Background: an optimization exercise with open tools, aiming at small area, a short achievable clock period and few clock cycles per item. Do not read the settings as production practice. RTL that was checked went through simulation tests only; none was proved equivalent to the original. No activity file was given, so power comes from the tool's default toggle rates.

## v10
Design fsk_demod, start of the top module:
module fsk_demod (
    input  logic         sys_clk,
    input  logic         rst_n,
    input  logic [15:0]  sample_in,       
    input  logic         sample_valid,
    output logic         sample_ready,
    output logic         symbol,          
    output logic         symbol_valid,
    input  logic         symbol_ready
);
For scale: roughly 730 cells after synthesis, ~6400 um^2 of cells after synthesis.
==> flow/config.mk <==
export PLATFORM = sky130hd
export DESIGN_NAME = fsk_demod
export DESIGN_NICKNAME = fsk_demod
export VERILOG_FILES = /design/flow/design.v
export SDC_FILE = /design/flow/constraint.sdc
export NUM_CORES = 4
export LEC_CHECK = 0
export CAP_MARGIN = 20
export CORE_MARGIN = 2
export CORE_UTILIZATION = 40
export SETUP_SLACK_MARGIN = 3.7
export SLEW_MARGIN = 20
==> flow/constraint.sdc <==
create_clock -name core_clock -period 6.0 [get_ports {sys_clk}]
set_input_delay 1.2000 -clock core_clock [delete_from_list [all_inputs] [get_ports {sys_clk}]]
set_output_delay 1.2000 -clock core_clock [all_outputs]
set_load 0.01 [all_outputs]
standard.sh (not shown) runs the stock make flow with config.mk's settings and CLKGATE_MAP_FILE= SYNTH_SCRIPT=/design/flow/synth_recipe.tcl, a recipe that flattens the netlist after the stock synthesis.
==> flow/flow/run.sh <==
#!/bin/bash
# Own flow: the standard layout, with two changes.
#  1. Synthesis: the standard script, except that synth's "fine" step skips its quick abc
#     (so extract_fa sees the RTL's adders unscrambled) and the final abc uses an area
#     script with deepsyn (flow/abc_deep.script). The result is used only when it holds
#     exactly the standard synthesis's registers (names and cell types); otherwise the
#     standard synthesis is kept.
#  2. Port buffers are plain buffers (BUFFER_PORTS_ARGS) instead of the delay cells the
#     resizer picks by default.
# Every tool's output goes to a log file of its own in this folder.
set -u
W=$PWD
F=$W/flow
R=$W/orfs/results/$FLOW_PLATFORM/fsk_demod/base
PORTS='BUFFER_PORTS_ARGS=-buffer_cell sky130_fd_sc_hd__buf_4'

bash standard.sh synth > $W/log_standard_synth.txt 2>&1 || { echo "standard synth failed"; exit 1; }
cp $R/1_2_yosys.v $W/standard_1_2_yosys.v

# modified copy of ORFS's synth.tcl and of the standard flow's synthesis script
mkdir -p $W/mysynth
sed -e 's|^\(\s*synth -top $::env(DESIGN_NAME) -run fine: {\*}$synth_full_args\)|\1 -noabc|' \
    -e "s|^source \$::env(SCRIPTS_DIR)/synth_preamble.tcl|&\nset abc_args [lreplace \$abc_args 1 1 $F/abc_deep.script]|" \
    $FLOW_HOME/scripts/synth.tcl > $W/mysynth/synth.tcl
sed "s|source \$::env(SCRIPTS_DIR)/synth.tcl|source $W/mysynth/synth.tcl|" $W/synth_recipe.tcl > $W/mysynth/synth_recipe.tcl

if make -C $FLOW_HOME DESIGN_CONFIG=$W/config.mk WORK_HOME=$W/mysynth/orfs CLKGATE_MAP_FILE= \
     SYNTH_SCRIPT=$W/mysynth/synth_recipe.tcl synth > $W/log_my_synth.txt 2>&1; then
  M=$W/mysynth/orfs/results/$FLOW_PLATFORM/fsk_demod/base/1_2_yosys.v
  if python3 $F/regcmp.py $W/standard_1_2_yosys.v $M > $W/log_regcmp.txt 2>&1; then
    cp $M $R/1_2_yosys.v
    rm -f $R/1_synth.odb $R/1_synth.sdc
    echo "using the modified synthesis"
  else
    echo "registers differ: keeping the standard synthesis"
  fi
else
  echo "modified synthesis failed: keeping the standard synthesis"
fi

bash standard.sh "$PORTS" finish > $W/log_standard_finish.txt 2>&1 || { echo "layout failed"; exit 1; }
test -f $W/out/final.def
Other scripts of this flow, unchanged in this note and not shown: flow/flow/abc_deep.script, flow/flow/regcmp.py
v10 completed; timing, DRC and antenna clean
Inputs modified between v10 and v24:
- swapping 3.7 for 3.5 in SETUP_SLACK_MARGIN
==> summary.txt <==
[v24 vs v10] utilization: lower in v24. v24 vs v10, capture point of the worst path: acc_s[12]$_DFF_P_ vs acc_s[6]$_DFF_P_. Delta (v24 minus v10): post-route worst setup slack went down; HPWL reported at the end of detailed placement went up about 1.2%; via count decreased by 147 relative to the old numbers. Delta (v24 minus v10): global-route usage held, peak per-stage delay on the critical path went down 50 ps. Against v10, v24 comes in 2.8% lower on weighted congestion reported at the end of routability-driven placement. v24 vs v10 on worst hold slack across all endpoints: v24 is the lower one.
Function was not checked in any run of this note: the RTL went through the layout flow alone.

## branch indigo
fsk_demod, a different RTL version from the one above (not shown whole).
For scale: roughly 23 I/O pins, ~6200 sq um of cells after synthesis.
Settings: LEC_CHECK=0, CAP_MARGIN=20, CORE_MARGIN=2, CORE_UTILIZATION=40, SETUP_SLACK_MARGIN=3.5, SLEW_MARGIN=20; clock period 6.0 ns.
==> flow/flow/run.sh <==
#!/bin/bash
# Own flow: the standard layout, with two changes.
#  1. Synthesis: the standard script, except that synth's "fine" step skips its quick abc
#     (so extract_fa sees the RTL's adders unscrambled) and the final abc uses an area
#     script with deepsyn (flow/abc.script). The result is used only when it holds
#     exactly the standard synthesis's registers (names and cell types); otherwise the
#     standard synthesis is kept.
#  2. Port buffers are plain buffers (BUFFER_PORTS_ARGS) instead of the delay cells the
#     resizer picks by default.
# Every tool's output goes to a log file of its own in this folder.
set -u
W=$PWD
F=$W/flow
R=$W/orfs/results/$FLOW_PLATFORM/fsk_demod/base
PORTS='BUFFER_PORTS_ARGS=-buffer_cell sky130_fd_sc_hd__buf_2'

bash standard.sh synth > $W/log_standard_synth.txt 2>&1 || { echo "standard synth failed"; exit 1; }
cp $R/1_2_yosys.v $W/standard_1_2_yosys.v

# modified copy of ORFS's synth.tcl and of the standard flow's synthesis script
mkdir -p $W/mysynth
sed -e 's|^\(\s*synth -top $::env(DESIGN_NAME) -run fine: {\*}$synth_full_args\)|\1 -noabc|' \
    -e "s|^source \$::env(SCRIPTS_DIR)/synth_preamble.tcl|&\nset abc_args [lreplace \$abc_args 1 1 $F/abc.script]|" \
    $FLOW_HOME/scripts/synth.tcl > $W/mysynth/synth.tcl
sed "s|source \$::env(SCRIPTS_DIR)/synth.tcl|source $W/mysynth/synth.tcl|" $W/synth_recipe.tcl > $W/mysynth/synth_recipe.tcl

if make -C $FLOW_HOME DESIGN_CONFIG=$W/config.mk WORK_HOME=$W/mysynth/orfs CLKGATE_MAP_FILE= \
     SYNTH_SCRIPT=$W/mysynth/synth_recipe.tcl synth > $W/log_my_synth.txt 2>&1; then
  M=$W/mysynth/orfs/results/$FLOW_PLATFORM/fsk_demod/base/1_2_yosys.v
  if python3 $F/regcmp.py $W/standard_1_2_yosys.v $M > $W/log_regcmp.txt 2>&1; then
    cp $M $R/1_2_yosys.v
    rm -f $R/1_synth.odb $R/1_synth.sdc
    echo "using the modified synthesis"
  else
    echo "registers differ: keeping the standard synthesis"
  fi
else
  echo "modified synthesis failed: keeping the standard synthesis"
fi

bash standard.sh "$PORTS" finish > $W/log_standard_finish.txt 2>&1 || { echo "layout failed"; exit 1; }
test -f $W/out/final.def
==> flow/flow/abc.script <==
strash
&get -n
&deepsyn -T 45 -S 1
&put
dch -f
amap
topo
stime -c
buffer -c
upsize -c
dnsize -c
Other scripts of this flow, unchanged in this note and not shown: flow/flow/regcmp.py
branch indigo | status: complete | timing, DRC, antenna: pass
Testbench counts of branch indigo, summed over its fixed seeds: cycles 65,576, items 65,536.
#### Input delta (branch amber over branch indigo)
diff --git a/flow/flow/run.sh b/flow/flow/run.sh
--- a/flow/flow/run.sh
+++ b/flow/flow/run.sh
@@ -5 +5 @@
-#     script with deepsyn (flow/abc.script). The result is used only when it holds
+#     script with deepsyn (flow/abc_deep.script). The result is used only when it holds
@@ -15 +15 @@
-PORTS='BUFFER_PORTS_ARGS=-buffer_cell sky130_fd_sc_hd__buf_2'
+PORTS='BUFFER_PORTS_ARGS=-buffer_cell sky130_fd_sc_hd__buf_4'
@@ -23 +23 @@
-    -e "s|^source \$::env(SCRIPTS_DIR)/synth_preamble.tcl|&\nset abc_args [lreplace \$abc_args 1 1 $F/abc.script]|" \
+    -e "s|^source \$::env(SCRIPTS_DIR)/synth_preamble.tcl|&\nset abc_args [lreplace \$abc_args 1 1 $F/abc_deep.script]|" \
==> flow/flow/abc_deep.script (new file) <==
strash
&get -n
&deepsyn -T 45 -S 1
&put
dch -f
map -a
topo
stime -c
buffer -c
upsize -c
dnsize -c
removed: flow/flow/abc.script
### Flow results
branch amber reached the final stage; the timing, DRC and antenna checks on its layout passed. Taking branch indigo as the reference, in branch amber netlist area before placement went up; clock transition time at the flip-flop clock pins of the worst setup and hold paths did not really move. Compared with branch indigo, branch amber instantiates a larger number of cells. branch amber vs branch indigo on post-place instance area: branch amber is the higher one. Run comparison: branch indigo end point of the critical path acc_s[8]; branch amber end point of the critical path acc_s[12]. branch amber: area added between synthesis and finish lower than branch indigo. Clock power share ended up 0.7 points higher on branch amber than on branch indigo. Looking at proportion of power drawn by combinational gates, branch amber sits below branch indigo. branch amber leaves more setup margin than branch indigo.

fsk_demod, a different RTL version from the one above (not shown whole).
For scale: roughly 690 cells after synthesis, ~23 I/O pins, roughly 6200 sq um of cells after synthesis.
==> flow/config.mk <==
export PLATFORM = sky130hd
export DESIGN_NAME = fsk_demod
export DESIGN_NICKNAME = fsk_demod
export VERILOG_FILES = /design/flow/design.v
export SDC_FILE = /design/flow/constraint.sdc
export NUM_CORES = 4
export LEC_CHECK = 0
export CAP_MARGIN = 20
export CORE_MARGIN = 2
export CORE_UTILIZATION = 50
export SETUP_SLACK_MARGIN = 3.5
export SLEW_MARGIN = 20
==> flow/constraint.sdc <==
create_clock -name core_clock -period 6.0 [get_ports {sys_clk}]
set_input_delay 1.2000 -clock core_clock [delete_from_list [all_inputs] [get_ports {sys_clk}]]
set_output_delay 1.2000 -clock core_clock [all_outputs]
set_load 0.01 [all_outputs]
==> flow/flow/run.sh <==
#!/bin/bash
# Own flow: the standard layout, with two changes.
#  1. Synthesis: the standard script, except that synth's "fine" step skips its quick abc
#     (so extract_fa sees the RTL's adders unscrambled) and the final abc uses an area
#     mapping script (flow/abc.script). The result is used only when it holds
#     exactly the standard synthesis's registers (names and cell types); otherwise the
#     standard synthesis is kept.
#  2. Port buffers are plain buffers (BUFFER_PORTS_ARGS) instead of the delay cells the
#     resizer picks by default.
# Every tool's output goes to a log file of its own in this folder.
set -u
W=$PWD
F=$W/flow
R=$W/orfs/results/$FLOW_PLATFORM/fsk_demod/base
PORTS='BUFFER_PORTS_ARGS=-buffer_cell sky130_fd_sc_hd__buf_2'

bash standard.sh synth > $W/log_standard_synth.txt 2>&1 || { echo "standard synth failed"; exit 1; }
cp $R/1_2_yosys.v $W/standard_1_2_yosys.v

# modified copy of ORFS's synth.tcl and of the standard flow's synthesis script
mkdir -p $W/mysynth
sed -e 's|^\(\s*synth -top $::env(DESIGN_NAME) -run fine: {\*}$synth_full_args\)|\1 -noabc|' \
    -e "s|^source \$::env(SCRIPTS_DIR)/synth_preamble.tcl|&\nset abc_args [lreplace \$abc_args 1 1 $F/abc.script]|" \
    $FLOW_HOME/scripts/synth.tcl > $W/mysynth/synth.tcl
sed "s|source \$::env(SCRIPTS_DIR)/synth.tcl|source $W/mysynth/synth.tcl|" $W/synth_recipe.tcl > $W/mysynth/synth_recipe.tcl

if make -C $FLOW_HOME DESIGN_CONFIG=$W/config.mk WORK_HOME=$W/mysynth/orfs CLKGATE_MAP_FILE= \
     SYNTH_SCRIPT=$W/mysynth/synth_recipe.tcl synth > $W/log_my_synth.txt 2>&1; then
  M=$W/mysynth/orfs/results/$FLOW_PLATFORM/fsk_demod/base/1_2_yosys.v
  if python3 $F/regcmp.py $W/standard_1_2_yosys.v $M > $W/log_regcmp.txt 2>&1; then
    cp $M $R/1_2_yosys.v
    rm -f $R/1_synth.odb $R/1_synth.sdc
    echo "using the modified synthesis"
  else
    echo "registers differ: keeping the standard synthesis"
  fi
else
  echo "modified synthesis failed: keeping the standard synthesis"
fi

bash standard.sh "$PORTS" finish > $W/log_standard_finish.txt 2>&1 || { echo "layout failed"; exit 1; }
test -f $W/out/final.def
Other scripts of this flow, unchanged in this note and not shown: flow/flow/abc.script, flow/flow/regcmp.py
Testbench counts at the start, summed over its fixed seeds: cycles 65,576, items 65,536.
Edit:
--- a/flow/flow/run.sh
+++ b/flow/flow/run.sh
@@ -13,5 +13,5 @@
 F=$W/flow
 R=$W/orfs/results/$FLOW_PLATFORM/fsk_demod/base
-PORTS='BUFFER_PORTS_ARGS=-buffer_cell sky130_fd_sc_hd__buf_2'
+PORTS='BUFFER_PORTS_ARGS=-buffer_cell sky130_fd_sc_hd__buf_4'
 
 bash standard.sh synth > $W/log_standard_synth.txt 2>&1 || { echo "standard synth failed"; exit 1; }
--- a/flow/config.mk
+++ b/flow/config.mk
@@ -9,4 +9,4 @@
 export CORE_MARGIN = 2
 export CORE_UTILIZATION = 50
-export SETUP_SLACK_MARGIN = 3.5
+export SETUP_SLACK_MARGIN = 3.6
 export SLEW_MARGIN = 20
Worst setup slack degrades by 0.052 ns.
Routed wire length grows by 3.6%.
First-iteration DRC count grows by 29%.
Clock skew barely changes.
Via count stays flat.

separate check: timing with driven ports:
The flow's constraints put no driver on any port. The routed layouts listed below were extracted and timed again, unchanged, in two steps. Step 1 sets driving cells, clkbuf_16 on the clock port and buf_2 on the other inputs (assumed; they add their load-dependent delay and slew). Step 2, shift: input delay + t, output delay - t, t = (earliest + latest rising clock arrival at the registers) / 2. This alone moves slack from input paths to output paths. Slacks: ideal / step 1 / step 2; pairs: ideal / step 1.
| run | t (ns) | setup slack, ns | worst hold slack (ns) | worst setup path after step 2 | worst slew at a driven data input, ns |
|---|---|---|---|---|---|
| v10 | 0.392 | 3.529 / 3.529 / 3.529 | 0.363 / 0.363 / 0.363 | register to register | 0.04 |
| v24 | 0.387 | 3.520 / 3.520 / 3.495 | 0.356 / 0.356 / 0.356 | input to register | 0.04 |
| branch indigo | 0.388 | 3.416 / 3.416 / 3.416 | 0.382 / 0.382 / 0.382 | register to register | 0.03 |
| branch amber | 0.382 | 3.476 / 3.476 / 3.476 | 0.368 / 0.368 / 0.368 | register to register | 0.03 |
| the first run of note 3 | 0.385 | 3.525 / 3.525 / 3.525 | 0.357 / 0.357 / 0.357 | register to register | 0.03 |
| the second run of note 3 | 0.389 | 3.472 / 3.472 / 3.472 | 0.345 / 0.345 / 0.345 | register to register | 0.04 |
After both steps every run listed still meets setup and hold. For v24, which loses most, drivers alone change the setup slack by 0.000 ns; drivers and shift together by -0.025 ns.
